Source: an optimization exercise on an open RTL-to-GDS flow (aim: small area). Production flows keep margins and buffers that such runs may drop. Only simulation tests tie the RTL to the original design; equivalence was not proved. Power is estimated from default activity; no workload was simulated.

Design as6s_fwft_prefetch_sfifo, start of the top module:
module as6s_fwft_prefetch_sfifo #(
    parameter int DATA_WIDTH     = 128,
    parameter int ADDR_WIDTH     = 4,
    parameter int FIFO_DEEP      = 1 << ADDR_WIDTH,
    parameter int RAM_PIPE_STAGE = 2
) (
    input  logic                  clk,
    input  logic                  rst,
    input  logic                  clear,
    input  logic [DATA_WIDTH-1:0] wr_data,
    input  logic                  wr_en,
    input  logic                  rd_en,
    input  logic [ADDR_WIDTH:0]   prog_full_assert_cfg,
    input  logic [ADDR_WIDTH:0]   prog_full_negate_cfg,
    input  logic [ADDR_WIDTH:0]   prog_empty_assert_cfg,
    input  logic [ADDR_WIDTH:0]   prog_empty_negate_cfg,
    output logic [DATA_WIDTH-1:0] rd_data,
    output logic                  rd_data_val,
    output logic                  empty,
    output logic                  full,
    output logic                  prog_full,
    output logic                  prog_empty,
    output logic [ADDR_WIDTH:0]   data_count,
    output logic                  ovf_int,
    output logic                  udf_int
);
Settings: LEC_CHECK=0, CAP_MARGIN=20, CORE_MARGIN=2, CORE_UTILIZATION=65, CTS_BUF_LIST=sky130_fd_sc_hd__clkbuf_16, CTS_CLUSTER_DIAMETER=60, CTS_CLUSTER_SIZE=30, SETUP_SLACK_MARGIN=0.05, SLEW_MARGIN=35, SYNTH_HIERARCHICAL=1; clock period 5.0 ns.
standard.sh (not shown) runs the stock make flow with config.mk's settings and CLKGATE_MAP_FILE= SYNTH_SCRIPT=/design/flow/synth_recipe.tcl, a recipe that flattens the netlist after the stock synthesis.
==> flow/flow/run.sh <==
#!/bin/bash
# The standard layout, with the port buffers made of buf_1 cells instead of the
# delay cells buffer_ports picks by default. Each step's full log stays under orfs/logs;
# make's own output goes to standard.log.
bash standard.sh 'BUFFER_PORTS_ARGS=-buffer_cell sky130_fd_sc_hd__buf_1' finish > standard.log 2>&1
The first run produced a clean layout.
Then changed:
CORE_UTILIZATION = 55   (was 65)
CTS_CLUSTER_SIZE = 34   (was 30)
Effect: The new run finished clean; non-clock buffer count rises by 4; via count falls by 0.53%; fmax falls by 0.86%.


Starting RTL as in the previous note.
export LEC_CHECK = 0
export CAP_MARGIN = 20
export CORE_MARGIN = 2
export CORE_UTILIZATION = 55
export CTS_BUF_LIST = sky130_fd_sc_hd__clkbuf_16
export CTS_CLUSTER_DIAMETER = 60
export CTS_CLUSTER_SIZE = 30
export SETUP_SLACK_MARGIN = 0.05
export SLEW_MARGIN = 35
export SYNTH_HIERARCHICAL = 1
create_clock -name core_clock -period 5.0 [get_ports {clk}]
==> flow/flow/run.sh <==
#!/bin/bash
# The standard layout, with the port buffers made of buf_2 cells instead of the
# delay cells buffer_ports picks by default. Each step's full log stays under orfs/logs;
# make's own output goes to standard.log.
bash standard.sh 'BUFFER_PORTS_ARGS=-buffer_cell sky130_fd_sc_hd__buf_2' finish > standard.log 2>&1
==> next run, changes <==
==> flow/flow/run.sh (replaced) <==
#!/bin/bash
# The standard layout, with the port buffers made of buf_1 cells instead of the
# delay cells buffer_ports picks by default. Each step's full log stays under orfs/logs;
# make's own output goes to standard.log.
bash standard.sh 'BUFFER_PORTS_ARGS=-buffer_cell sky130_fd_sc_hd__buf_1' finish > standard.log 2>&1
Settings changed: CORE_UTILIZATION 55 to 65, CTS_CLUSTER_SIZE 30 to 40.
Power drops by 1.3%.
Area after synthesis does not change.
Cell area drops by about 1.1%.
Hold slack improves by 0.019 ns.
Wire length drops by about 7%.
Global-route usage climbs by 3.7 points.
Clock power stays flat.
Register-to-register slack improves by 0.28 ns.
==> next run, changes <==
Settings changed: CORE_UTILIZATION 65 to 70, CTS_CLUSTER_SIZE 40 to 34.
- total power climbs slightly
- flip-flop and latch count does not change
- utilization climbs by 5.5 points
==> next run, changes <==
==> flow/flow/run.sh (replaced) <==
#!/bin/bash
# The standard layout, with the port buffers made of buf_2 cells instead of the
# delay cells buffer_ports picks by default. Each step's full log stays under orfs/logs;
# make's own output goes to standard.log.
bash standard.sh 'BUFFER_PORTS_ARGS=-buffer_cell sky130_fd_sc_hd__buf_2' finish > standard.log 2>&1
Settings changed: CORE_UTILIZATION 70 to 55, CTS_CLUSTER_DIAMETER 60 to 50, CTS_CLUSTER_SIZE 34 to 26, SLEW_MARGIN 35 to 30.
The changed run passed the timing, design-rule and antenna checks.
Register-to-register slack gets worse by 0.12 ns.
Total power rose by a few percent.
First-iteration DRC count fell by about a fifth.
Final area rose slightly.
Core utilization fell by 15 points.
Worst setup slack gets worse by 0.21 ns.
Final cell count rose by a few percent.
Clock-buffer cell count rose by 29.
Global-route usage fell by 7.5 points.

[afterwards: timing with drivers on the ports]
In the flow no input, the clock included, has a driving cell. The finished layouts below were timed again as built, in two steps.
Step 1 assumes that a clkbuf_16 drives the clock port and a buf_2 every other input.
Step 2 moves the port delays by t, midway between the first and last clock arrival at a register: inputs arrive t later, outputs are due t later. That takes back most of the time a late clock gives input paths.
Slacks: no drivers / after step 1 / after step 2; pairs: no drivers / after step 1.
run | shift t [ns] | setup WS [ns] | latest minus earliest clock arrival (ns)
the first run of note 1 | 0.879 | 0.339 / 0.253 / 1.055 | 0.035 / 0.035
the second run of note 1 | 0.927 | 0.299 / 0.203 / 0.921 | 0.044 / 0.044
the first run of note 2 | 0.916 | 0.203 / 0.110 / 0.608 | 0.054 / 0.054
the second run of note 2 | 0.891 | 0.320 / 0.233 / 1.009 | 0.035 / 0.035
the third run of note 2 | 0.901 | 0.368 / 0.289 / 1.150 | 0.043 / 0.043
the fourth run of note 2 | 0.942 | 0.158 / 0.058 / 0.661 | 0.046 / 0.046
After both steps setup and hold are still met in every run listed.
